Background: an optimization exercise with open tools, aiming at small area. Do not read the settings as production practice.
Where RTL was checked, it was by simulation tests only, not by an equivalence proof against the original.
Power is estimated from default activity; no workload was simulated.

==> flow/design.v (excerpt) <==
module conn_manager_top (
    input  logic                          clk,
    input  logic                          reset,
    input  logic                          initialize,
    output logic                          initialized,
    input  logic                          cmd_valid,
    output logic                          cmd_ready,
    input  logic                          cmd_open,
    input  logic [32-1:0]  cmd_conn_id,
    input  logic [32-1:0]       cmd_dest_ip,
    input  logic [16-1:0]     cmd_dest_port,
    output logic                          status_valid,
    input  logic                          status_ready,
    output logic [32-1:0]  status_conn_id,
    output conn_mgr_pkg::cm_err_e         status_err,
    input  logic                          rpc_in_valid,
    input  logic [32-1:0]  rpc_in_conn_id,
    input  logic [64-1:0]  rpc_in_payload,
    output logic                          rpc_out_valid,
    output logic [32-1:0]  rpc_out_conn_id,
    output logic [64-1:0]  rpc_out_payload,
    output logic [32-1:0]       rpc_out_dest_ip,
    output logic [16-1:0]     rpc_out_dest_port,
    output logic                          error
);
    localparam int AW = 4;
    localparam int NE = 2**AW;
    localparam int DW = 32 + 16;
  ...
Size in the first run: about 2400 cells after synthesis, about 1100 flip-flops, ~370 I/O pins, roughly 34000 µm² of cells after synthesis.
==> flow/config.mk <==
export PLATFORM = sky130hd
export DESIGN_NAME = conn_manager_top
export DESIGN_NICKNAME = conn_manager_top
export VERILOG_FILES = /design/flow/design.v
export SDC_FILE = /design/flow/constraint.sdc
export NUM_CORES = 4
export LEC_CHECK = 0
export CAP_MARGIN = 20
export CORE_MARGIN = 2
export CORE_UTILIZATION = 75
export SLEW_MARGIN = 20
==> flow/constraint.sdc <==
create_clock -name core_clock -period 5.0 [get_ports {clk}]
set_input_delay 1.0000 -clock core_clock [delete_from_list [all_inputs] [get_ports {clk}]]
set_output_delay 1.0000 -clock core_clock [all_outputs]
set_load 0.01 [all_outputs]
standard.sh (not shown) runs the stock make flow with config.mk's settings and CLKGATE_MAP_FILE= SYNTH_SCRIPT=/design/flow/synth_recipe.tcl, a recipe that flattens the netlist after the stock synthesis.
==> flow/flow/run.sh <==
#!/bin/bash
set -euo pipefail
export BUFFER_PORTS_ARGS="-buffer_cell sky130_fd_sc_hd__buf_1"
export CTS_ARGS="-sink_clustering_enable -repair_clock_nets -dont_use_dummy_load -sink_clustering_size 19 -sink_clustering_max_diameter 60 -buf_list sky130_fd_sc_hd__clkbuf_8"
bash standard.sh finish > flow.log 2>&1
The starting point ran to the end with no violations.
Next try:
==> flow/flow/run.sh (replaced) <==
#!/bin/bash
set -euo pipefail
export BUFFER_PORTS_ARGS="-buffer_cell sky130_fd_sc_hd__buf_1"
export CTS_ARGS="-sink_clustering_enable -repair_clock_nets -dont_use_dummy_load -sink_clustering_size 30 -sink_clustering_max_diameter 80"
bash standard.sh finish > flow.log 2>&1
- CORE_UTILIZATION: 75 -> 40
- CTS_CLUSTER_DIAMETER: not set -> 80
- CTS_CLUSTER_SIZE: not set -> 30
What happened: The changed run completed without violations; critical path depth is unchanged; cell area increases by 3.0%; register-to-register slack gains 70 ps; setup slack got worse by 120 ps.
Next try:
==> flow/flow/run.sh (replaced) <==
#!/bin/bash
set -euo pipefail
export BUFFER_PORTS_ARGS="-buffer_cell sky130_fd_sc_hd__buf_1"
export CTS_ARGS="-sink_clustering_enable -repair_clock_nets -dont_use_dummy_load -sink_clustering_size 30 -sink_clustering_max_diameter 60"
bash standard.sh finish > flow.log 2>&1
- CAP_MARGIN: 20 -> 0
- CORE_UTILIZATION: 40 -> 65
- CTS_CLUSTER_DIAMETER: 80 -> not set
- CTS_CLUSTER_SIZE: 30 -> not set
- SLEW_MARGIN: 20 -> 0
What happened: The new run produced a clean layout. Clock skew barely changes. Core utilization goes up by 27 points. Die area goes down by about 40%. Sequential cell count does not change.

* * *

Starting RTL as in the previous note.
==> flow/config.mk <==
export PLATFORM = sky130hd
export DESIGN_NAME = conn_manager_top
export DESIGN_NICKNAME = conn_manager_top
export VERILOG_FILES = /design/flow/design.v
export SDC_FILE = /design/flow/constraint.sdc
export NUM_CORES = 4
export LEC_CHECK = 0
export CAP_MARGIN = 20
export CORE_MARGIN = 2
export CORE_UTILIZATION = 75
export PLACE_DENSITY_LB_ADDON = 0.0
export SLEW_MARGIN = 20
==> flow/constraint.sdc <==
create_clock -name core_clock -period 5.0 [get_ports {clk}]
set_input_delay 1.0000 -clock core_clock [delete_from_list [all_inputs] [get_ports {clk}]]
set_output_delay 1.0000 -clock core_clock [all_outputs]
set_load 0.01 [all_outputs]
==> flow/flow/run.sh <==
#!/bin/bash
set -euo pipefail
export BUFFER_PORTS_ARGS="-buffer_cell sky130_fd_sc_hd__buf_1"
export CTS_ARGS="-sink_clustering_enable -repair_clock_nets -dont_use_dummy_load -sink_clustering_size 16 -sink_clustering_max_diameter 50 -buf_list sky130_fd_sc_hd__clkbuf_8"
bash standard.sh finish > flow.log 2>&1
Next try:
Settings changed: CORE_UTILIZATION 75 to 65, GPL_TIMING_DRIVEN from default to 0, PLACE_DENSITY_LB_ADDON 0.0 to default.
=> Die area grows by 15%; core utilization shrinks by 8.7 points; maximum frequency shrinks by 20%; sequential cell count is unchanged.
Next try:
==> flow/flow/run.sh (replaced) <==
#!/bin/bash
set -euo pipefail
export BUFFER_PORTS_ARGS="-buffer_cell sky130_fd_sc_hd__buf_1"
export CTS_ARGS="-sink_clustering_enable -repair_clock_nets -dont_use_dummy_load -sink_clustering_size 19 -sink_clustering_max_diameter 60 -buf_list sky130_fd_sc_hd__clkbuf_8"
bash standard.sh finish > flow.log 2>&1
Settings changed: CORE_UTILIZATION 65 to 80, GPL_TIMING_DRIVEN 0 to default.
Result: The changed run finished with timing, DRC and antenna clean; flip-flop and latch count does not change; non-clock buffer count fell by 243; clock-buffer cell count fell by 17; setup slack is better by 870 ps; via count fell by a few percent; sequential share of layout area rose by 2.8 points; cell area fell by a few percent; utilization rose by 13 points.
Next try:
==> flow/flow/run.sh (replaced) <==
#!/bin/bash
set -euo pipefail
export BUFFER_PORTS_ARGS="-buffer_cell sky130_fd_sc_hd__buf_1"
export CTS_ARGS="-sink_clustering_enable -repair_clock_nets -dont_use_dummy_load -sink_clustering_size 30 -sink_clustering_max_diameter 60 -buf_list \"sky130_fd_sc_hd__clkbuf_8 sky130_fd_sc_hd__clkbuf_16\""
bash standard.sh finish > flow.log 2>&1
Settings changed: CORE_UTILIZATION 80 to 65, CTS_CLUSTER_DIAMETER from default to 80, CTS_CLUSTER_SIZE from default to 30.
Area after synthesis does not change.
First-iteration DRC count fell by 23%.
Power is higher by 5.0%.

* * *

## run A
Another version of the RTL of conn_manager_top (not shown whole).
Size in the first run: roughly 4100 cells after synthesis.
clock: 5.0 ns
lec_check: 0
abc_area: 1
cap_margin: 20
core_margin: 2
core_utilization: 40
slew_margin: 20
run.sh (not shown) runs the stock make flow with config.mk's settings and CLKGATE_MAP_FILE= SYNTH_SCRIPT=/design/flow/synth_recipe.tcl, a recipe that flattens the netlist after the stock synthesis.
Stock flow here: none of the scripts above is used.
Here is what was changed in the inputs of run B compared with run A.
# run A
export LEC_CHECK = 0
export ABC_AREA = 1
export CAP_MARGIN = 20
export CORE_MARGIN = 2
export CORE_UTILIZATION = 40
export SLEW_MARGIN = 20
create_clock -name core_clock -period 5.0 [get_ports {clk}]
# run B
export LEC_CHECK = 0
export CAP_MARGIN = 20
export CORE_MARGIN = 2
export CORE_UTILIZATION = 40
export SLEW_MARGIN = 20
create_clock -name core_clock -period 5.0 [get_ports {clk}]
Results
- [compare] base=run A new=run B: share of flip-flops with an asynchronous set or reset after synthesis flat; cell count down about 25%; core utilization up 0.96 points; number of cells in the design after placement down about 26%.
- Changes observed in run B relative to run A: fmax now sits higher, CTS buffer count fell 2, cell area after layout now sits lower, area of the die went down.
- [compare] base=run A new=run B: share of the clock period used by the worst path after layout has decreased; growth of design area from synthesis to finish has increased.
- Global-route wire length before repair improves in run B relative to run A.
Input-level comparison between run C and run B:
# run B
export LEC_CHECK = 0
export CAP_MARGIN = 20
export CORE_MARGIN = 2
export CORE_UTILIZATION = 40
export SLEW_MARGIN = 20
create_clock -name core_clock -period 5.0 [get_ports {clk}]
# run C
export LEC_CHECK = 0
export CAP_MARGIN = 20
export CORE_MARGIN = 2
export CORE_UTILIZATION = 40
export CTS_BUF_LIST = sky130_fd_sc_hd__clkbuf_4 sky130_fd_sc_hd__clkbuf_8
export SLEW_MARGIN = 20
create_clock -name core_clock -period 5.0 [get_ports {clk}]
## What came out
Run C ends up with a global routing usage on met3 that is 0.54 points higher than in run B. There was hardly any difference in placeable core region between run B and run C. Run C vs. run B: wire length saw an increase; post-layout worst setup margin saw a decrease.

* * *

conn_manager_top, a different RTL version from the one above (not shown whole).
Size: roughly 2300 cells after synthesis, about 370 I/O pins, roughly 34000 um^2 of cells after synthesis.
export LEC_CHECK = 0
export CAP_MARGIN = 20
export CORE_MARGIN = 2
export CORE_UTILIZATION = 40
export SLEW_MARGIN = 20
create_clock -name core_clock -period 5.0 [get_ports {clk}]
standard.sh (not shown) runs the stock make flow with config.mk's settings and CLKGATE_MAP_FILE= SYNTH_SCRIPT=/design/flow/synth_recipe.tcl, a recipe that flattens the netlist after the stock synthesis.
==> flow/flow/run.sh <==
#!/bin/bash
set -euo pipefail
export BUFFER_PORTS_ARGS="-buffer_cell sky130_fd_sc_hd__buf_1"
bash standard.sh finish > flow.log 2>&1
Change:
==> flow/run.sh (new file) <==
#!/bin/bash
# synth_recipe.tcl (not shown) runs the flow's synth.tcl, then flattens the netlist and writes it again
# the make line also repeats each setting of config.mk as NAME=value (left out here)
make -C /OpenROAD-flow-scripts/flow DESIGN_CONFIG=/design/flow/config.mk WORK_HOME=/design/flow/orfs CLKGATE_MAP_FILE= SYNTH_SCRIPT=/design/flow/synth_recipe.tcl finish
- CTS_CLUSTER_DIAMETER: unset -> 80
- CTS_CLUSTER_SIZE: unset -> 30
removed: flow/flow/run.sh
removed: flow/standard.sh
After rerunning:
- flip-flop and latch count stays the same
- final cell count falls by 3.2%
- hold slack gains 0.030 ns
- fmax drops by 6.3%
- global-route usage drops by 0.15 points
- routed wire length shrinks by 0.42%
- power falls by 20%
Function was not checked in any run of this note: the RTL went through the layout flow alone.

-- what the ideal ports hide --
How much do the figures lean on ideal ports? The routed layouts below were timed once more, with nothing changed but the port constraints.
Step 1 (the two cells are an assumption about what drives the block):
set clk [get_ports {clk}]
set_driving_cell -lib_cell sky130_fd_sc_hd__clkbuf_16 $clk
set_driving_cell -lib_cell sky130_fd_sc_hd__buf_2 [delete_from_list [all_inputs] $clk]
Step 2 times the ports against the registers' clock, not the clock port: input delays grow and output delays shrink by t, the midpoint of the rising clock arrivals with the driver on.
Three values: ideal, step 1, step 2; two values: the first two.
run | t (ns) | setup slack, ns | hold slack, ns
the first run of note 1 | 0.728 | 1.182 / 1.130 / 1.614 | 0.314 / 0.314 / 0.314
the second run of note 1 | 0.680 | 1.061 / 0.999 / 1.680 | 0.299 / 0.299 / 0.299
the third run of note 1 | 0.684 | 1.264 / 1.202 / 1.671 | 0.308 / 0.308 / 0.308
the first run of note 2 | 0.724 | 1.206 / 1.154 / 1.607 | 0.309 / 0.309 / 0.309
the second run of note 2 | 0.746 | 0.258 / 0.199 / 0.945 | 0.295 / 0.295 / 0.295
the third run of note 2 | 0.720 | 1.130 / 1.077 / 1.702 | 0.319 / 0.319 / 0.319
the fourth run of note 2 | 0.684 | 1.264 / 1.202 / 1.671 | 0.308 / 0.308 / 0.308
run A | 0.763 | 0.148 / 0.081 / 0.844 | 0.324 / 0.324 / 0.324
run B | 0.742 | 0.257 / 0.195 / 0.937 | 0.325 / 0.325 / 0.325
run C | 0.879 | 0.116 / 0.055 / 0.934 | 0.311 / 0.311 / 0.311
the first run of note 4 | 0.728 | 1.035 / 0.972 / 1.700 | 0.303 / 0.303 / 0.303
the second run of note 4 | 0.692 | 0.770 / 0.701 / 1.393 | 0.333 / 0.333 / 0.333
After both steps every run listed still meets setup and hold.
